This design comes from an exercise in tuning for small area, a short achievable clock period and few clock cycles per item on the open sky130 flow, not from production work. Function was checked by simulation only, so behaviour that the tests miss may differ from the original.

===== flow/run.sh =====
#!/bin/bash
# synth_recipe.tcl (not shown) runs the flow's synth.tcl, then flattens the netlist and writes it again
# the make line also repeats each setting of config.mk as NAME=value (left out here)
make -C /OpenROAD-flow-scripts/flow DESIGN_CONFIG=/design/flow/config.mk WORK_HOME=/design/flow/orfs CLKGATE_MAP_FILE= SYNTH_SCRIPT=/design/flow/synth_recipe.tcl finish

===== flow/config.mk =====
export PLATFORM = sky130hd
export DESIGN_NAME = ssc
export DESIGN_NICKNAME = ssc
export VERILOG_FILES = /design/flow/design.v
export SDC_FILE = /design/flow/constraint.sdc
export NUM_CORES = 4
export LEC_CHECK = 0
export CAP_MARGIN = 20
export CORE_MARGIN = 2
export CORE_UTILIZATION = 65
export SLEW_MARGIN = 60

===== flow/constraint.sdc =====
create_clock -name core_clock -period 27.0 [get_ports {clk}]
set_input_delay 5.4000 -clock core_clock [delete_from_list [all_inputs] [get_ports {clk}]]
set_output_delay 5.4000 -clock core_clock [all_outputs]
set_load 0.01 [all_outputs]

===== flow/design.v =====
`default_nettype none
package ssc_pkg;
    localparam int DIGIT_W     = 4;
    localparam int CARD_DIGITS = 16;
    localparam int CARD_W      = 64;
    localparam int SNACKS      = 8;
    localparam int SLOT_W      = 32;
    localparam int COST_W      = 8;
    localparam int MONEY_W     = 9;
endpackage
`default_nettype wire
`timescale 1ns/1ps
`default_nettype none
module card_pre (
    input  wire logic [63:0]  card_num,
    output logic [34:0]       z,         
    output logic              par
);
    function automatic logic [1:0] fa(input logic x, input logic y, input logic z);
        fa = {(x & y) | (x & z) | (y & z), x ^ y ^ z};
    endfunction
    logic [7:0]  g;                  
    logic [73:0] t;
    always_comb begin
        g[0] = card_num[63] | (card_num[62] & (card_num[61] | card_num[60]));
        g[1] = card_num[55] | (card_num[54] & (card_num[53] | card_num[52]));
        g[2] = card_num[47] | (card_num[46] & (card_num[45] | card_num[44]));
        g[3] = card_num[39] | (card_num[38] & (card_num[37] | card_num[36]));
        g[4] = card_num[31] | (card_num[30] & (card_num[29] | card_num[28]));
        g[5] = card_num[23] | (card_num[22] & (card_num[21] | card_num[20]));
        g[6] = card_num[15] | (card_num[14] & (card_num[13] | card_num[12]));
        g[7] = card_num[7] | (card_num[6] & (card_num[5] | card_num[4]));
        par = card_num[56] ^ card_num[48] ^ card_num[40] ^ card_num[32] ^ card_num[24] ^ card_num[16] ^ card_num[8] ^ card_num[0] ^ g[0] ^ g[1] ^ g[2] ^ g[3] ^ g[4] ^ g[5] ^ g[6] ^ g[7];
        {t[1], t[0]} = fa(card_num[56], card_num[63], g[0]);
        {t[3], t[2]} = fa(card_num[48], card_num[55], g[1]);
        {t[5], t[4]} = fa(card_num[40], card_num[47], g[2]);
        {t[7], t[6]} = fa(card_num[32], card_num[39], g[3]);
        {t[9], t[8]} = fa(card_num[24], card_num[31], g[4]);
        {t[11], t[10]} = fa(card_num[16], card_num[23], g[5]);
        {t[13], t[12]} = fa(card_num[8], card_num[15], g[6]);
        {t[15], t[14]} = fa(card_num[0], card_num[7], g[7]);
        {t[17], t[16]} = fa(card_num[60], card_num[57], card_num[52]);
        {t[19], t[18]} = fa(card_num[49], card_num[44], card_num[41]);
        {t[21], t[20]} = fa(card_num[36], card_num[33], card_num[28]);
        {t[23], t[22]} = fa(card_num[25], card_num[20], card_num[17]);
        {t[25], t[24]} = fa(card_num[12], card_num[9], card_num[4]);
        {t[27], t[26]} = fa(card_num[61], card_num[58], card_num[53]);
        {t[29], t[28]} = fa(card_num[50], card_num[45], card_num[42]);
        {t[31], t[30]} = fa(card_num[37], card_num[34], card_num[29]);
        {t[33], t[32]} = fa(card_num[26], card_num[21], card_num[18]);
        {t[35], t[34]} = fa(card_num[13], card_num[10], card_num[5]);
        {t[37], t[36]} = fa(card_num[62], card_num[59], card_num[54]);
        {t[39], t[38]} = fa(card_num[51], card_num[46], card_num[43]);
        {t[41], t[40]} = fa(card_num[38], card_num[35], card_num[30]);
        {t[43], t[42]} = fa(card_num[27], card_num[22], card_num[19]);
        {t[45], t[44]} = fa(card_num[14], card_num[11], card_num[6]);
        {t[47], t[46]} = fa(t[0], t[2], t[4]);
        {t[49], t[48]} = fa(t[6], t[8], t[10]);
        {t[51], t[50]} = fa(t[12], t[14], t[37]);
        {t[53], t[52]} = fa(t[39], t[41], t[43]);
        {t[55], t[54]} = fa(t[1], t[3], t[5]);
        {t[57], t[56]} = fa(t[7], t[9], t[11]);
        {t[59], t[58]} = fa(t[13], t[15], t[16]);
        {t[61], t[60]} = fa(t[18], t[20], t[22]);
        {t[63], t[62]} = fa(t[17], t[19], t[21]);
        {t[65], t[64]} = fa(t[23], t[25], t[26]);
        {t[67], t[66]} = fa(t[28], t[30], t[32]);
        {t[69], t[68]} = fa(t[27], t[29], t[31]);
        {t[71], t[70]} = fa(t[33], t[35], t[36]);
        {t[73], t[72]} = fa(t[38], t[40], t[42]);
        z[0] = t[46];
        z[1] = t[48];
        z[2] = t[50];
        z[3] = t[52];
        z[4] = t[45];
        z[5] = t[69];
        z[6] = t[71];
        z[7] = t[73];
        z[8] = t[47];
        z[9] = t[49];
        z[10] = t[51];
        z[11] = t[53];
        z[12] = t[54];
        z[13] = t[56];
        z[14] = t[58];
        z[15] = t[60];
        z[16] = t[24];
        z[17] = card_num[1];
        z[18] = t[55];
        z[19] = t[57];
        z[20] = t[59];
        z[21] = t[61];
        z[22] = t[62];
        z[23] = t[64];
        z[24] = t[66];
        z[25] = t[34];
        z[26] = card_num[2];
        z[27] = t[63];
        z[28] = t[65];
        z[29] = t[67];
        z[30] = t[68];
        z[31] = t[70];
        z[32] = t[72];
        z[33] = t[44];
        z[34] = card_num[3];
    end
endmodule
module card_post (
    input  wire logic [34:0] z,
    input  wire logic        par,
    output logic             card_ok
);
    function automatic logic [1:0] fa(input logic x, input logic y, input logic z);
        fa = {(x & y) | (x & z) | (y & z), x ^ y ^ z};
    endfunction
    logic [59:0] u;
    logic [3:0]  sa, sb;
    logic [4:0]  s;
    logic [3:0]  m15;
    always_comb begin
        {u[1], u[0]} = fa(z[0], z[1], z[2]);
        {u[3], u[2]} = fa(z[3], z[4], z[5]);
        {u[5], u[4]} = fa(z[8], z[9], z[10]);
        {u[7], u[6]} = fa(z[11], z[12], z[13]);
        {u[9], u[8]} = fa(z[14], z[15], z[16]);
        {u[11], u[10]} = fa(z[18], z[19], z[20]);
        {u[13], u[12]} = fa(z[21], z[22], z[23]);
        {u[15], u[14]} = fa(z[24], z[25], z[26]);
        {u[17], u[16]} = fa(z[27], z[28], z[29]);
        {u[19], u[18]} = fa(z[30], z[31], z[32]);
        {u[21], u[20]} = fa(u[0], u[2], z[6]);
        {u[23], u[22]} = fa(z[7], u[17], u[19]);
        {u[25], u[24]} = fa(u[1], u[3], u[4]);
        {u[27], u[26]} = fa(u[6], u[8], z[17]);
        {u[29], u[28]} = fa(u[5], u[7], u[9]);
        {u[31], u[30]} = fa(u[10], u[12], u[14]);
        {u[33], u[32]} = fa(u[11], u[13], u[15]);
        {u[35], u[34]} = fa(u[16], u[18], z[33]);
        {u[37], u[36]} = fa(u[20], u[22], u[33]);
        {u[39], u[38]} = fa(u[21], u[23], u[24]);
        {u[41], u[40]} = fa(u[25], u[27], u[28]);
        {u[43], u[42]} = fa(u[29], u[31], u[32]);
        {u[45], u[44]} = fa(u[36], u[35], u[43]);
        {u[47], u[46]} = fa(u[37], u[38], u[26]);
        {u[49], u[48]} = fa(u[39], u[40], u[30]);
        {u[51], u[50]} = fa(u[41], u[42], u[34]);
        {u[53], u[52]} = fa(u[49], u[50], z[34]);
        {u[55], u[54]} = fa(u[44], u[51], u[53]);
        {u[57], u[56]} = fa(u[55], u[45], u[46]);
        {u[59], u[58]} = fa(u[57], u[47], u[48]);
        sa = {u[59], u[58], u[56], u[54]};
        sb = {u[52], 1'b0, 1'b0, 1'b0};
    end
    assign s   = {1'b0, sa} + {1'b0, sb};
    assign m15 = s[3:0] + {3'b0, s[4]};
    assign card_ok = !par && (m15 == 4'd0 || m15 == 4'd5 || m15 == 4'd10 || m15 == 4'd15);
endmodule
`default_nettype wire
`timescale 1ns/1ps
`default_nettype none
module mul4 (
    input  wire logic [3:0] a,
    input  wire logic [3:0] b,
    output logic [7:0]      p
);
    function automatic logic [1:0] fa(input logic x, input logic y, input logic z);
        fa = {(x & y) | (x & z) | (y & z), x ^ y ^ z};
    endfunction
    function automatic logic [1:0] ha(input logic x, input logic y);
        ha = {x & y, x ^ y};
    endfunction
    logic [3:0] pp [4];             
    logic [1:0] h30, h40, h21, f31, f41, f51;
    logic [6:1] x, y;               
    logic [6:1] g, t;               
    logic [7:1] c;                  
    always_comb begin
        for (int j = 0; j < 4; j++)
            pp[j] = a & {4{b[j]}};
        h30 = ha(pp[0][3], pp[1][2]);
        h40 = ha(pp[1][3], pp[2][2]);
        h21 = ha(pp[0][2], pp[1][1]);
        f31 = fa(h30[0], pp[2][1], pp[3][0]);
        f41 = fa(h40[0], pp[3][1], h30[1]);
        f51 = fa(pp[2][3], pp[3][2], h40[1]);
        x = {pp[3][3], f51[0], f41[0], f31[0], h21[0], pp[0][1]};
        y = {f51[1],   f41[1], f31[1], h21[1], pp[2][0], pp[1][0]};
        g = x & y;
        t = x ^ y;
        c[1] = 1'b0;
        c[2] = g[1];
        c[3] = g[2] | (t[2] & g[1]);
        c[4] = g[3] | (t[3] & c[3]);
        c[5] = g[4] | (t[4] & g[3]) | (t[4] & t[3] & c[3]);
        c[6] = g[5] | (t[5] & c[5]);
        c[7] = g[6] | (t[6] & g[5]) | (t[6] & t[5] & c[5]);
        p[0] = pp[0][0];
        for (int i = 1; i < 7; i++)
            p[i] = t[i] ^ c[i];
        p[7] = c[7];
    end
endmodule
`default_nettype wire
`timescale 1ns/1ps
`default_nettype none
module ce8 (
    input  wire logic [7:0] a,
    input  wire logic [7:0] b,
    output logic [7:0]      hi,
    output logic [7:0]      lo
);
    logic [7:0] g1, l1;
    logic [3:0] g2, l2;
    logic [1:0] g3, l3;
    logic       a_ge;
    always_comb begin
        g1 = a & ~b;
        l1 = ~a & b;
        for (int i = 0; i < 4; i++) begin
            g2[i] = g1[2*i+1] | (~l1[2*i+1] & g1[2*i]);
            l2[i] = l1[2*i+1] | (~g1[2*i+1] & l1[2*i]);
        end
        for (int i = 0; i < 2; i++) begin
            g3[i] = g2[2*i+1] | (~l2[2*i+1] & g2[2*i]);
            l3[i] = l2[2*i+1] | (~g2[2*i+1] & l2[2*i]);
        end
        a_ge = !(l3[1] | (~g3[1] & l3[0]));
    end
    assign hi = a_ge ? a : b;
    assign lo = a_ge ? b : a;
endmodule
`default_nettype wire
`timescale 1ns/1ps
`default_nettype none
module add98 (
    input  wire logic [8:0] a,
    input  wire logic [7:0] b,
    output logic [8:0]      s,
    output logic            co
);
    logic [9:0] c;
    always_comb begin
        c[0] = 1'b0;
        for (int i = 0; i < 8; i++) begin
            s[i]   = a[i] ^ b[i] ^ c[i];
            c[i+1] = (a[i] & b[i]) | (a[i] & c[i]) | (b[i] & c[i]);
        end
        s[8] = a[8] ^ c[8];
        c[9] = a[8] & c[8];
        co   = c[9];
    end
endmodule
`default_nettype wire
`timescale 1ns/1ps
`default_nettype none
module ssc (
    input  wire logic                        clk,
    input  wire logic                        reset,
    input  wire logic                        in_valid,
    output logic                             in_ready,
    input  wire logic [ssc_pkg::CARD_W-1:0]  card_num,
    input  wire logic [ssc_pkg::MONEY_W-1:0] input_money,
    input  wire logic [ssc_pkg::SLOT_W-1:0]  snack_num,
    input  wire logic [ssc_pkg::SLOT_W-1:0]  price,
    output logic                             out_valid,
    input  wire logic                        out_ready,
    output logic                             card_ok,
    output logic [ssc_pkg::MONEY_W-1:0]      out_change
);
    logic [4:0] pend;             
    logic [2:0] vld;              
    logic [9:0] q [4];
    logic [3:0] wp, rp;            
    logic [3:0] qn;                
    logic       push, have;
    logic [9:0] res, head, nxt;
    logic [4:0] pend_c [4];
    logic       rdy_c  [4];
    logic [3:0] rp_c   [2];
    logic [3:0] qn_c   [2];
    logic       ov_c   [2];
    assign res  = {r3_cok, res_3};
    assign push = vld[2];
    assign have = qn[0] || push;
    assign nxt  = qn[0] ? head : res;
    always_comb begin
        head = '0;
        for (int i = 0; i < 4; i++)
            if (rp[i]) head = head | q[i];
    end
    always_comb begin
        logic fi, fo, tk;
        for (int k = 0; k < 4; k++) begin
            fi = k[1] && in_ready;
            fo = k[0] && out_valid;
            pend_c[k] = pend;
            if (fi && !fo)      pend_c[k] = {pend[3:0], 1'b1};
            else if (!fi && fo) pend_c[k] = {1'b0, pend[4:1]};
            rdy_c[k] = !pend_c[k][4];
        end
        for (int k = 0; k < 2; k++) begin
            tk = (k[0] || !out_valid) && have;
            ov_c[k] = (k[0] || !out_valid) ? have : out_valid;
            rp_c[k] = tk ? {rp[2:0], rp[3]} : rp;
            qn_c[k] = qn;
            if (push && !tk)      qn_c[k] = {qn[2:0], 1'b1};
            else if (!push && tk) qn_c[k] = {1'b0, qn[3:1]};
        end
    end
    always_ff @(posedge clk) begin
        if (reset) begin
            pend      <= '0;
            in_ready  <= 1'b1;
            vld       <= '0;
            out_valid <= 1'b0;
            wp        <= 4'd1;
            rp        <= 4'd1;
            qn        <= '0;
        end else begin
            pend      <= pend_c[{in_valid, out_ready}];
            in_ready  <= rdy_c[{in_valid, out_ready}];
            vld       <= {vld[1:0], in_valid && in_ready};
            out_valid <= ov_c[out_ready];
            rp        <= rp_c[out_ready];
            qn        <= qn_c[out_ready];
            if (push) wp <= {wp[2:0], wp[3]};
        end
    end
    always_ff @(posedge clk) begin
        for (int i = 0; i < 4; i++)
            if (push && wp[i]) q[i] <= res;
        if (out_ready || !out_valid) {card_ok, out_change} <= nxt;
    end
    logic [34:0] lz_0;
    logic [0:0] lp_0;
    card_pre u_card_pre (.card_num(card_num), .z(lz_0), .par(lp_0));
    logic [8:0] r1_money;
    logic [3:0] r1_q0;
    logic [3:0] r1_p0;
    logic [3:0] r1_q1;
    logic [3:0] r1_p1;
    logic [3:0] r1_q2;
    logic [3:0] r1_p2;
    logic [3:0] r1_q3;
    logic [3:0] r1_p3;
    logic [3:0] r1_q4;
    logic [3:0] r1_p4;
    logic [3:0] r1_q5;
    logic [3:0] r1_p5;
    logic [3:0] r1_q6;
    logic [3:0] r1_p6;
    logic [3:0] r1_q7;
    logic [3:0] r1_p7;
    logic [34:0] r1_lz;
    logic [0:0] r1_lp;
    always_ff @(posedge clk) begin
        r1_money <= input_money;
        r1_q0 <= snack_num[31:28];
        r1_p0 <= price[31:28];
        r1_q1 <= snack_num[27:24];
        r1_p1 <= price[27:24];
        r1_q2 <= snack_num[23:20];
        r1_p2 <= price[23:20];
        r1_q3 <= snack_num[19:16];
        r1_p3 <= price[19:16];
        r1_q4 <= snack_num[15:12];
        r1_p4 <= price[15:12];
        r1_q5 <= snack_num[11:8];
        r1_p5 <= price[11:8];
        r1_q6 <= snack_num[7:4];
        r1_p6 <= price[7:4];
        r1_q7 <= snack_num[3:0];
        r1_p7 <= price[3:0];
        r1_lz <= lz_0;
        r1_lp <= lp_0;
    end
    logic [0:0] ok_1;
    card_post u_card_post (.z(r1_lz), .par(r1_lp), .card_ok(ok_1));
    logic [7:0] v0_1;
    mul4 u_mul0 (.a(r1_q0), .b(r1_p0), .p(v0_1));
    logic [7:0] v1_1;
    mul4 u_mul1 (.a(r1_q1), .b(r1_p1), .p(v1_1));
    logic [7:0] v2_1;
    mul4 u_mul2 (.a(r1_q2), .b(r1_p2), .p(v2_1));
    logic [7:0] v3_1;
    mul4 u_mul3 (.a(r1_q3), .b(r1_p3), .p(v3_1));
    logic [7:0] v4_1;
    mul4 u_mul4 (.a(r1_q4), .b(r1_p4), .p(v4_1));
    logic [7:0] v5_1;
    mul4 u_mul5 (.a(r1_q5), .b(r1_p5), .p(v5_1));
    logic [7:0] v6_1;
    mul4 u_mul6 (.a(r1_q6), .b(r1_p6), .p(v6_1));
    logic [7:0] v7_1;
    mul4 u_mul7 (.a(r1_q7), .b(r1_p7), .p(v7_1));
    logic [7:0] v0_l1, v1_l1;
    ce8 u_ce1_01 (.a(v0_1), .b(v1_1), .hi(v0_l1), .lo(v1_l1));
    logic [7:0] v2_l1, v3_l1;
    ce8 u_ce1_23 (.a(v2_1), .b(v3_1), .hi(v2_l1), .lo(v3_l1));
    logic [7:0] v4_l1, v5_l1;
    ce8 u_ce1_45 (.a(v4_1), .b(v5_1), .hi(v4_l1), .lo(v5_l1));
    logic [7:0] v6_l1, v7_l1;
    ce8 u_ce1_67 (.a(v6_1), .b(v7_1), .hi(v6_l1), .lo(v7_l1));
    logic [7:0] v0_l2, v2_l2;
    ce8 u_ce2_02 (.a(v0_l1), .b(v2_l1), .hi(v0_l2), .lo(v2_l2));
    logic [7:0] v1_l2, v3_l2;
    ce8 u_ce2_13 (.a(v1_l1), .b(v3_l1), .hi(v1_l2), .lo(v3_l2));
    logic [7:0] v4_l2, v6_l2;
    ce8 u_ce2_46 (.a(v4_l1), .b(v6_l1), .hi(v4_l2), .lo(v6_l2));
    logic [7:0] v5_l2, v7_l2;
    ce8 u_ce2_57 (.a(v5_l1), .b(v7_l1), .hi(v5_l2), .lo(v7_l2));
    logic [7:0] v1_l3, v2_l3;
    ce8 u_ce3_12 (.a(v1_l2), .b(v2_l2), .hi(v1_l3), .lo(v2_l3));
    logic [7:0] v5_l3, v6_l3;
    ce8 u_ce3_56 (.a(v5_l2), .b(v6_l2), .hi(v5_l3), .lo(v6_l3));
    logic [8:0] r2_money;
    logic [0:0] r2_ok;
    logic [7:0] r2_v0;
    logic [7:0] r2_v1;
    logic [7:0] r2_v2;
    logic [7:0] r2_v3;
    logic [7:0] r2_v4;
    logic [7:0] r2_v5;
    logic [7:0] r2_v6;
    logic [7:0] r2_v7;
    always_ff @(posedge clk) begin
        r2_money <= r1_money;
        r2_ok <= ok_1;
        r2_v0 <= v0_l2;
        r2_v1 <= v1_l3;
        r2_v2 <= v2_l3;
        r2_v3 <= v3_l2;
        r2_v4 <= v4_l2;
        r2_v5 <= v5_l3;
        r2_v6 <= v6_l3;
        r2_v7 <= v7_l2;
    end
    logic [7:0] v0_l4, v4_l4;
    ce8 u_ce4_04 (.a(r2_v0), .b(r2_v4), .hi(v0_l4), .lo(v4_l4));
    logic [7:0] v1_l4, v5_l4;
    ce8 u_ce4_15 (.a(r2_v1), .b(r2_v5), .hi(v1_l4), .lo(v5_l4));
    logic [7:0] v2_l4, v6_l4;
    ce8 u_ce4_26 (.a(r2_v2), .b(r2_v6), .hi(v2_l4), .lo(v6_l4));
    logic [7:0] v3_l4, v7_l4;
    ce8 u_ce4_37 (.a(r2_v3), .b(r2_v7), .hi(v3_l4), .lo(v7_l4));
    logic [7:0] v2_l5, v4_l5;
    ce8 u_ce5_24 (.a(v2_l4), .b(v4_l4), .hi(v2_l5), .lo(v4_l5));
    logic [7:0] v3_l5, v5_l5;
    ce8 u_ce5_35 (.a(v3_l4), .b(v5_l4), .hi(v3_l5), .lo(v5_l5));
    logic [7:0] v1_l6, v2_l6;
    ce8 u_ce6_12 (.a(v1_l4), .b(v2_l5), .hi(v1_l6), .lo(v2_l6));
    logic [7:0] v3_l6, v4_l6;
    ce8 u_ce6_34 (.a(v3_l5), .b(v4_l5), .hi(v3_l6), .lo(v4_l6));
    logic [7:0] v5_l6, v6_l6;
    ce8 u_ce6_56 (.a(v5_l5), .b(v6_l4), .hi(v5_l6), .lo(v6_l6));
    logic [8:0] e0_2;
    assign e0_2 = ~r2_money;
    logic [8:0] e1_2;
    logic cy1_2;
    assign {cy1_2, e1_2} = {1'b0, e0_2} + {2'b0, v0_l4};
    logic ok1_2;
    assign ok1_2 = r2_ok & ~cy1_2;
    logic [8:0] r1_2;
    assign r1_2 = ok1_2 ? e1_2 : e0_2;
    logic [8:0] e2_2;
    logic cy2_2;
    assign {cy2_2, e2_2} = {1'b0, e1_2} + {2'b0, v1_l6};
    logic ok2_2;
    assign ok2_2 = ok1_2 & ~cy2_2;
    logic [8:0] r2_2;
    assign r2_2 = ok2_2 ? e2_2 : r1_2;
    logic [7:0] r3_v2;
    logic [7:0] r3_v3;
    logic [7:0] r3_v4;
    logic [7:0] r3_v5;
    logic [7:0] r3_v6;
    logic [7:0] r3_v7;
    logic [0:0] r3_cok;
    logic [0:0] r3_okc;
    logic [8:0] r3_r;
    always_ff @(posedge clk) begin
        r3_v2 <= v2_l6;
        r3_v3 <= v3_l6;
        r3_v4 <= v4_l6;
        r3_v5 <= v5_l6;
        r3_v6 <= v6_l6;
        r3_v7 <= v7_l4;
        r3_cok <= r2_ok;
        r3_okc <= ok2_2;
        r3_r <= r2_2;
    end
    logic [8:0] e3_3;
    logic cy3_3;
    assign {cy3_3, e3_3} = {1'b0, r3_r} + {2'b0, r3_v2};
    logic ok3_3;
    assign ok3_3 = r3_okc & ~cy3_3;
    logic [8:0] r3_3;
    assign r3_3 = ok3_3 ? e3_3 : r3_r;
    logic [8:0] e4_3;
    logic cy4_3;
    assign {cy4_3, e4_3} = {1'b0, e3_3} + {2'b0, r3_v3};
    logic ok4_3;
    assign ok4_3 = ok3_3 & ~cy4_3;
    logic [8:0] r4_3;
    assign r4_3 = ok4_3 ? e4_3 : r3_3;
    logic [8:0] e5_3;
    logic cy5_3;
    assign {cy5_3, e5_3} = {1'b0, e4_3} + {2'b0, r3_v4};
    logic ok5_3;
    assign ok5_3 = ok4_3 & ~cy5_3;
    logic [8:0] r5_3;
    assign r5_3 = ok5_3 ? e5_3 : r4_3;
    logic [8:0] e6_3;
    logic cy6_3;
    assign {cy6_3, e6_3} = {1'b0, e5_3} + {2'b0, r3_v5};
    logic ok6_3;
    assign ok6_3 = ok5_3 & ~cy6_3;
    logic [8:0] r6_3;
    assign r6_3 = ok6_3 ? e6_3 : r5_3;
    logic [8:0] e7_3;
    logic cy7_3;
    assign {cy7_3, e7_3} = {1'b0, e6_3} + {2'b0, r3_v6};
    logic ok7_3;
    assign ok7_3 = ok6_3 & ~cy7_3;
    logic [8:0] r7_3;
    assign r7_3 = ok7_3 ? e7_3 : r6_3;
    logic [8:0] e8_3;
    logic cy8_3;
    assign {cy8_3, e8_3} = {1'b0, e7_3} + {2'b0, r3_v7};
    logic ok8_3;
    assign ok8_3 = ok7_3 & ~cy8_3;
    logic [8:0] r8_3;
    assign r8_3 = ok8_3 ? e8_3 : r7_3;
    logic [8:0] res_3;
    assign res_3 = ~r8_3;
endmodule
`default_nettype wire

==> results of run 1 <==
-- cell type report --
class	count	area share, %
Inverter	250	3.57
Timing Repair Buffer	171	6.30
Multi-Input combinational cell	1884	57.6
Clock inverter	17	0.699
Tap cell	455	2.17
Clock buffer	46	3.84
Sequential cell	314	25.8
-- cell usage in the layout (no fill, tap or decap), types with 27 or more instances in the layout --
cell / count
a21o_1: 53
a21oi_1: 155
a22oi_1: 39
and2_1: 136
clkbuf_16: 38
clkdlybuf4s50_1: 151
dfxtp_1: 263
edfxtp_1: 50
fa_1: 123
ha_1: 135
inv_1: 248
maj3_1: 27
mux2_2: 39
mux2i_1: 137
nand2_1: 152
nor2_1: 174
nor2b_1: 39
nor3_1: 51
o21ai_0: 105
o21ai_1: 30
o21bai_1: 29
xnor2_1: 66
xor2_1: 29
-- worst max-delay path by stage --
stage | from | end | slack, ns
after floorplan | card_num[52] | r1_lz[0] | 20.24
after global placement | r1_p3[0] | r2_v1[2] | 18.89
after detailed placement | r1_p3[0] | r2_v2[5] | 19.19
after CTS | r1_p3[0] | r2_v2[5] | 19.14
after global routing | r2_v2[0] | r3_r[7] | 18.37
final | r2_v2[0] | r3_r[7] | 19.02
-- registers in the layout, summed over array words and instances (netlist names), 9 cells and up --
register and cells:
q 40, r2_money 9, r1_lz 35, r1_money 9, out_change 9, r3_r 9
-- logic make-up after synthesis --
group	count (synthesis)	synth area share, %
simple gates	660	14.1
mux	190	8.57
flops	314	29.4
compound gates	640	18.9
xor+xnor	96	3.64
fa+ha+maj	298	19.8
buf+inv	317	5.54
-- per-stage QoR --
step	cell area (um^2)	hold WS, ns
6_report	26300	0.325
5_1_grt	26300	0.331
4_1_cts	26200	0.327
3_5_place_dp	25000	0.313
3_3_place_gp	24900	0.312
2_1_floorplan	23100	0.310
-- layer usage --
layer | vias up | track usage [%] | wire (um)
li1 | 9092 | - | -
met1 | 9094 | 43.1 | 25900
met2 | 753 | 54.0 | 28000
met3 | 145 | 5.16 | 4400
met4 | 0 | 10.4 | 1800
met5 | - | 0 | 0
-- critical path: cells and delay by family (launching register included) --
kind,cells,cell delay [ns]
compound gates,18,3.71
mux,3,0.85
simple gates,5,0.74
flops,1,0.46
buf+inv,5,1.15
fa+ha+maj,3,0.96
==> qor.yml, run 1 <==
place:
  gp_congestion: 0.934
  hpwlAfterDp_mm: 46.5
  io_buffer_count: 152
  place_inst: 3071
  pre_cts_ws_ns: 19.19
global_routing:
  antenna_found_initial: 0
  grt_max_degree: 30
  first_global_vias: 18910
  track_usage_pct: 32.4
  grt.overflow.total: 0
  grt_pass1_wl_mm: 95.2
layout:
  diodes: 0
  area_growth_pct: 14.0
  final_cells: 3137
  n_fill_cell: 2419
  utilization_pct: 75.7
  seq_area_um2: 6790
  layout-drive-gt1-share_pct: 7.72
  multiInputGateArea_um2: 15100
  fin_nets: 3055
sta:
  max_freq_ghz: 0.125
  relSlewSlack_pct: 56.3
  fin_crit_sh_pct: 29.6
  tightest_slew_ns: 0.656
  skew_ns: 0.0146
  finalHoldViolCount: 0
  setup_viol: 0
  rsz0062_at_grt: "no"
  fin_crit_ns: 7.98
  fin_ws_ns: 19.02
  maxSlewViolCount: 0
  finalSetupTns_ns: 0
critical_path:
  startpoint_type: "flop"
  r2r_end: "r3_r[7]"
  reg2regPathDepth: 34
  timing.critical_path.to_type: "flop"
  slowest_delay_ns: 0.55
  critPathMostFrequentCell: "a21oi_1"
  r2r_start: "r2_v2[0]"
  rrSetupSlack_ns: 19.02
  cp.arrival_ns: 8.43
  cp_slowest_cell: "o41ai_1"
  cp.required_ns: 27.45
  crit_type: "reg -> reg"
  crit_fanout: 29
synthesis:
  synth_async_sr_flop_share_pct: 0
  syn_area_um2: 23100
  synth_edf_count: 50
  synth_top_area_cell: "dfxtp_1"
  syn_area_per_cell_um2: 9.17
  postSynthCellCount: 2515
  synth_nets: 2914
  synth_common_cells: "dfxtp_1, inv_1, nor2_1"
  ys_top_cells_by_area: "dfxtp_1, fa_1, ha_1"
  synth.distinct_cells: 103
  yosysWarnings: 12
  synth_ff_type: "dfxtp_1"
  synth_top_area_share_pct: 22.9
  synth_most_common_cell: "dfxtp_1"
  ys_ff_latch: 314
  ys_seq_area_share_pct: 29.4
clock_tree:
  postCtsHoldBufs: 0
  cts.sinks: 314
  clock_path_buffers: 3
  clk_latency_ns: 0.53
  numCtsBuffers: 35
  cts_tree: "built"
  htree_levels: 2
  cts_setup_buffers: 0
  cts-root-buf: "clkbuf_16"
  cts_resized: 0
  clk_pin_slew_ns: 0.06
floorplan:
  core_area_um2: 34700
  ioPinCount: 153
  start_util_pct: 66.5
  num_rows: 68
  dieWidth_um: 192
  die_h_um: 192
  dieArea_um2: 37000
route:
  drt_iter0_drc: 1414
  drc_errors: 0
  wire_per_inst_um: 19.2
  firstDrtPassIters: 8
  drt-total-wl_mm: 60.1
  drt.antenna.violating_nets: 0
  avgViaCountPerCell: 6.08
  vias: 19084
hold_path:
  hold_path_depth: 0
  hold_end: "r2_money[1]"
  hold_class: "reg -> reg"
  worstHoldStart: "r1_money[1]"
job:
  max_cap_viol_count: 0
run_status:
  outcome: "no timing/DRC/antenna violations"
Testbench counts, summed over its fixed seeds: cycles 2,080, items 2,048.
==> run 2: changes to the inputs <==
--- a/flow/config.mk
+++ b/flow/config.mk
@@ -6,6 +6,6 @@
 export NUM_CORES = 4
 export LEC_CHECK = 0
-export CAP_MARGIN = 20
+export CAP_MARGIN = 40
 export CORE_MARGIN = 2
-export CORE_UTILIZATION = 65
+export CORE_UTILIZATION = 75
 export SLEW_MARGIN = 60
==> qor.yml, run 2 <==
clock_tree:
  htree_levels: 2
  numCtsBuffers: 35
  postCtsHoldBufs: 0
  clock_path_buffers: 3
  cts_resized: 0
  clk_latency_ns: 0.53
  cts_tree: "built"
  clk_pin_slew_ns: 0.06
  cts.sinks: 314
  cts_setup_buffers: 0
  cts-root-buf: "clkbuf_16"
synthesis:
  ys_seq_area_share_pct: 29.4
  synth-simple-area-share_pct: 14.1
  synth_nets: 2914
  synth_edf_count: 50
  synth_common_cells: "dfxtp_1, inv_1, nor2_1"
  ys_ff_latch: 314
  synth_top_family_by_area: "adder cells"
  ys_top_cells_by_area: "dfxtp_1, fa_1, ha_1"
  syn_area_per_cell_um2: 9.17
  synthAdderAreaFrac_pct: 19.8
  synthXorXnorAreaFrac_pct: 3.64
  yosysWarnings: 12
  synth_top_area_cell: "dfxtp_1"
  synth_ff_type: "dfxtp_1"
  synth_top_area_share_pct: 22.9
  synth_compound_area_share_pct: 18.9
  synth_most_common_cell: "dfxtp_1"
  synth.distinct_cells: 103
  syn_area_um2: 23100
  postSynthCellCount: 2515
  synthMuxAreaShare_pct: 8.57
  synth_async_sr_flop_share_pct: 0
place:
  gp_congestion: 0.942
  pre_cts_ws_ns: 19.35
  io_buffer_count: 152
  place_area_um2: 24900
  hpwlAfterDp_mm: 48.9
sta:
  maxSlewViolCount: 0
  setup_viol: 0
  fin_ws_ns: 18.84
  rsz0062_at_grt: "no"
  relSlewSlack_pct: 45.7
  finalHoldViolCount: 0
  fin_crit_ns: 8.16
  tightest_slew_ns: 0.812
  max_freq_ghz: 0.123
  whs_ns: 0.326
  finalSetupTns_ns: 0
  skew_ns: 0.0269
  fin_crit_sh_pct: 30.2
critical_path:
  startpoint_type: "flop"
  crit_type: "reg -> reg"
  cp.required_ns: 27.28
  cp.arrival_ns: 8.43
  timing.critical_path.to_type: "flop"
  crit_fanout: 13
route:
  firstDrtPassIters: 7
  drt_iter0_drc: 2963
  wire_per_inst_um: 23.7
  vias: 21103
  avgViaCountPerCell: 6.87
  drt.antenna.violating_nets: 0
  drt-total-wl_mm: 72.9
  drc_errors: 0
floorplan:
  die_h_um: 179
  dieArea_um2: 32200
  ioPinCount: 153
  dieWidth_um: 179
  num_rows: 64
  start_util_pct: 75.8
  core_area_um2: 30400
global_routing:
  antenna_found_initial: 1
  track_usage_pct: 43.5
  first_global_vias: 20895
  grt.overflow.total: 0
  grt_pass1_wl_mm: 110
  grt_max_degree: 31
layout:
  top_register: "q"
  most-common-layout-cells: "dfxtp_1, inv_1, nor2_1"
  fin_nets: 3052
  layout_commonest_cell: "dfxtp_1"
  stdcell_area_um2: 26200
  layout-drive-gt1-share_pct: 8.00
  area_growth_pct: 13.6
  reg.largest.list: "q (40), r1_lz (35)"
  n_fill_cell: 1496
  largest_reg_flops: 40
hold_path:
  hold_class: "reg -> reg"
job:
  max_cap_viol_count: 0
run_status:
  outcome: "no timing/DRC/antenna violations"
## run 2: final timing paths
path / depth (start not counted) / endpoint / start / slack (ns)
setup / recovery: 25 / out_change[4] / r3_r[0] / 18.84
hold / removal: 0 / r2_money[4] / r1_money[4] / 0.33
setup reg to reg: 25 / out_change[4] / r3_r[0] / 18.84
hold reg to reg: 0 / r2_money[4] / r1_money[4] / 0.33
## run 2: cell type report
| type | instances | area, um^2 | area share, % |
|---|---|---|---|
| Clock buffer | 45 | 1010 | 3.84 |
| Multi-Input combinational cell | 1884 | 15200 | 58.0 |
| Clock inverter | 13 | 126 | 0.482 |
| Tap cell | 396 | 495 | 1.89 |
| Sequential cell | 314 | 6790 | 25.9 |
| Antenna cell | 1 | 2.50 | 0.00955 |
| Timing Repair Buffer | 168 | 1640 | 6.25 |
| Inverter | 250 | 938 | 3.58 |
## run 2: cells by family (layout without fill, tap and decap cells)
| logic type | Yosys count | after routing |
|---|---|---|
| compound gates | 640 | 640 |
| xor+xnor | 96 | 96 |
| fa+ha+maj | 298 | 298 |
| buf+inv | 317 | 476 |
| flops | 314 | 314 |
| mux | 190 | 190 |
| other cells | 0 | 1 |
| simple gates | 660 | 660 |
## run 2: stage by stage
stage / util, % / std cells
2_1_floorplan: - / 2515
3_3_place_gp: 81.5 / 3004
3_5_place_dp: 81.9 / 3010
4_1_cts: 85.6 / 3068
5_1_grt: 86.1 / 3071
6_report: 86.1 / 3071
## run 2: critical path, stage by stage (launching register included)
cell and delay [ns]:
dfxtp_1 0.36, ha_1 0.24, fa_1 0.64, inv_1 0.09, fa_1 0.46, xnor2_1 0.24, ha_1 0.31, nor2b_1 0.14
o21ai_0 0.26, nand2b_1 0.19, a21o_1 0.23, a21o_1 0.22, xor2_1 0.65, ha_1 0.40, a21oi_1 0.64, xnor2_2 0.27
ha_1 0.40, xnor2_1 0.17, ha_1 0.33, nor2b_1 0.18, o21a_2 0.37, nand2_1 0.30, nor2_1 0.25, o21ai_0 0.10
o221a_2 0.21, o21a_1 0.21
## run 2: metal layers
| metal | track usage, % | vias up | part of all wire (%) |
|---|---|---|---|
| li1 | - | 9111 | - |
| met1 | 52.7 | 9976 | 36 |
| met2 | 72.5 | 1584 | 47 |
| met3 | 10.3 | 428 | 11 |
| met4 | 22.6 | 4 | 6.1 |
| met5 | 0 | - | 0.099 |
==> run 3: changes to the inputs <==
==> flow/flow/run.sh (new file) <==
#!/bin/bash
# the standard layout, with the ports buffered by plain buf_1 cells instead
# of the delay buffers buffer_ports picks on its own; make's full output goes
# to flow_make.log in the work folder
set -euo pipefail
bash standard.sh "BUFFER_PORTS_ARGS=-buffer_cell sky130_fd_sc_hd__buf_1" finish > flow_make.log 2>&1
==> flow/standard.sh (new file) <==
#!/bin/bash
# synth_recipe.tcl (not shown) runs the flow's synth.tcl, then flattens the netlist and writes it again
# the make line also repeats each setting of config.mk as NAME=value (left out here)
make -C /OpenROAD-flow-scripts/flow DESIGN_CONFIG=/design/flow/config.mk WORK_HOME=/design/flow/orfs CLKGATE_MAP_FILE= SYNTH_SCRIPT=/design/flow/synth_recipe.tcl "${@:-finish}"
--- a/flow/config.mk
+++ b/flow/config.mk
@@ -6,6 +6,6 @@
 export NUM_CORES = 4
 export LEC_CHECK = 0
-export CAP_MARGIN = 40
+export CAP_MARGIN = 20
 export CORE_MARGIN = 2
-export CORE_UTILIZATION = 75
+export CORE_UTILIZATION = 65
 export SLEW_MARGIN = 60
removed: flow/run.sh
==> qor.yml, run 3 <==
run_status:
  outcome: "no timing/DRC/antenna violations"
sta:
  finalHoldViolCount: 0
  fin_crit_ns: 7.85
  setup_viol: 0
  rsz0062_at_grt: "no"
  fin_ws_ns: 19.15
  whs_ns: 0.327
  max_freq_ghz: 0.127
  fin_crit_sh_pct: 29.1
  tightest_slew_ns: 0.584
  skew_ns: 0.0328
  finalSetupTns_ns: 0
  maxSlewViolCount: 0
  relSlewSlack_pct: 60.0
synthesis:
  synth_nets: 2914
  synth_ff_type: "dfxtp_1"
  synth_top_family_by_area: "adder cells"
  synth_most_common_cell: "dfxtp_1"
  synth-simple-area-share_pct: 14.1
  ys_ff_latch: 314
  postSynthCellCount: 2515
  synth_edf_count: 50
  synthXorXnorAreaFrac_pct: 3.64
  synth_top_area_share_pct: 22.9
  synth_async_sr_flop_share_pct: 0
  syn_area_per_cell_um2: 9.17
  synth.distinct_cells: 103
  synth_common_cells: "dfxtp_1, inv_1, nor2_1"
  yosysWarnings: 12
  synth_compound_area_share_pct: 18.9
  synth_top_area_cell: "dfxtp_1"
  ys_top_cells_by_area: "dfxtp_1, fa_1, ha_1"
  synthMuxAreaShare_pct: 8.57
  syn_area_um2: 23100
  synthAdderAreaFrac_pct: 19.8
  ys_seq_area_share_pct: 29.4
floorplan:
  die_h_um: 192
  core_area_um2: 34700
  dieWidth_um: 192
  dieArea_um2: 37000
  start_util_pct: 66.5
  ioPinCount: 153
  num_rows: 68
clock_tree:
  clk_pin_slew_ns: 0.06
  postCtsHoldBufs: 0
  cts_tree: "built"
  numCtsBuffers: 35
  cts-root-buf: "clkbuf_16"
  clock_path_buffers: 3
  clk_latency_ns: 0.54
  cts_setup_buffers: 0
  cts.sinks: 314
  htree_levels: 2
  cts_resized: 0
layout:
  n_fill_cell: 2622
  layout-drive-gt1-share_pct: 7.32
  layout_commonest_cell: "dfxtp_1"
  top_register: "q"
  largest_reg_flops: 40
  seq_area_um2: 6790
  stdcell_area_um2: 25200
  diodes: 0
  most-common-layout-cells: "dfxtp_1, inv_1, nor2_1"
  multiInputGateArea_um2: 15100
  area_growth_pct: 9.25
  fin_nets: 3053
  reg.largest.list: "q (40), r1_lz (35)"
place:
  hpwlAfterDp_mm: 45.2
  pre_cts_ws_ns: 19.28
  place_area_um2: 24100
  gp_congestion: 0.950
  io_buffer_count: 152
route:
  drt_iter0_drc: 1335
  vias: 18850
  drc_errors: 0
  drt-total-wl_mm: 57.4
  avgViaCountPerCell: 6.01
  drt.antenna.violating_nets: 0
  wire_per_inst_um: 18.3
  firstDrtPassIters: 6
critical_path:
  cp.required_ns: 27.46
  slowest_delay_ns: 0.50
  startpoint: "r2_v2[1]"
  timing.critical_path.to_type: "flop"
  startpoint_type: "flop"
  critPathMostFrequentCell: "a21oi_1"
  crit_fanout: 29
  cp.arrival_ns: 8.32
  r2r_start: "r2_v2[1]"
  cp_slowest_cell: "o41ai_1"
  crit_type: "reg -> reg"
job:
  max_cap_viol_count: 0
global_routing:
  grt.overflow.total: 0
  grt_max_degree: 31
  first_global_vias: 18367
  track_usage_pct: 31.1
  grt_pass1_wl_mm: 91.7
  antenna_found_initial: 1
hold_path:
  worstHoldStart: "r1_money[4]"
  hold_class: "reg -> reg"
-- run 3: changes by cell type in the layout (fill, tap and decap cells not counted), moves of 3 or more --
| cell | delta |
|---|---|
| clkinvlp_4 | -3 |
| xnor2_1 | +5 |
| clkdlybuf4s50_1 | -151 |
| buf_1 | +151 |
| clkbuf_1 | +6 |
| a21oi_2 | -4 |
| o21ai_1 | -3 |
| a21oi_1 | +4 |
| clkbuf_8 | -3 |
| xnor2_2 | -5 |
-- run 3: per-stage QoR --
stage | util (%) | cells
detailed placement | 69.3 | 3070
global route | 72.6 | 3134
floorplan | - | 2515
global placement | 68.9 | 3063
finish | 72.6 | 3134
CTS | 72.5 | 3132
-- run 3: path summary, 6_finish.rpt --
check,cells past startpoint,slack [ns],to
setup / recovery,34,19.15,r3_r[7]
hold / removal,0,0.33,r2_money[4]
setup reg to reg,34,19.15,r3_r[7]
hold reg to reg,0,0.33,r2_money[4]
-- run 3: routing by layer --
metal,GRT usage [%],wire (um),up-vias
li1,-,-,9087
met2,50.8,26400,698
met4,11.3,1930,0
met1,41.9,25100,8938
met5,0,0,-
met3,4.76,3960,127
-- run 3: cells by family after synthesis --
kind of cell,Yosys count
XOR/XNOR,96
buffers and inverters,317
adder cells (fa/ha/maj),298
flip-flops,314
AND/OR/NAND/NOR,660
AO/OA/AOI/OAI,640
multiplexers,190
-- run 3: layout make-up --
| type | count | share of cell area, % |
|---|---|---|
| Timing Repair Buffer | 169 | 2.77 |
| Tap cell | 455 | 2.26 |
| Clock inverter | 16 | 0.625 |
| Clock buffer | 46 | 3.72 |
| Sequential cell | 314 | 26.9 |
| Inverter | 250 | 3.72 |
| Multi-Input combinational cell | 1884 | 60.0 |
-- run 3: critical path, delay by kind of cell (launching register included) --
family	cells	cell delay, ns
AND/OR/NAND/NOR	4	0.67
adder cells (fa/ha/maj)	3	0.98
flip-flops	1	0.46
multiplexers	3	0.84
buffers and inverters	6	1.26
AO/OA/AOI/OAI	18	3.56

==> port drivers added, routing unchanged <==
Ports are ideal in the flow. The routed layouts listed here were re-timed in OpenROAD.
Step 1, drivers: a clkbuf_16 drives clk and a buf_2 each remaining input, both assumed.
Step 2 times the ports against the registers' clock, not the clock port: input delays grow and output delays shrink by t, the midpoint of the rising clock arrivals with the driver on.
Three values: ideal ports, drivers, drivers and shift; two values: the first two.
run | t (ns) | setup slack, ns | worst setup path after step 2
run 1 | 0.569 | 19.020 / 19.020 / 19.020 | register to register
run 2 | 0.560 | 18.844 / 18.844 / 18.844 | register to register
run 3 | 0.563 | 19.146 / 19.146 / 19.146 | register to register
After both steps setup and hold are still met in every run listed.
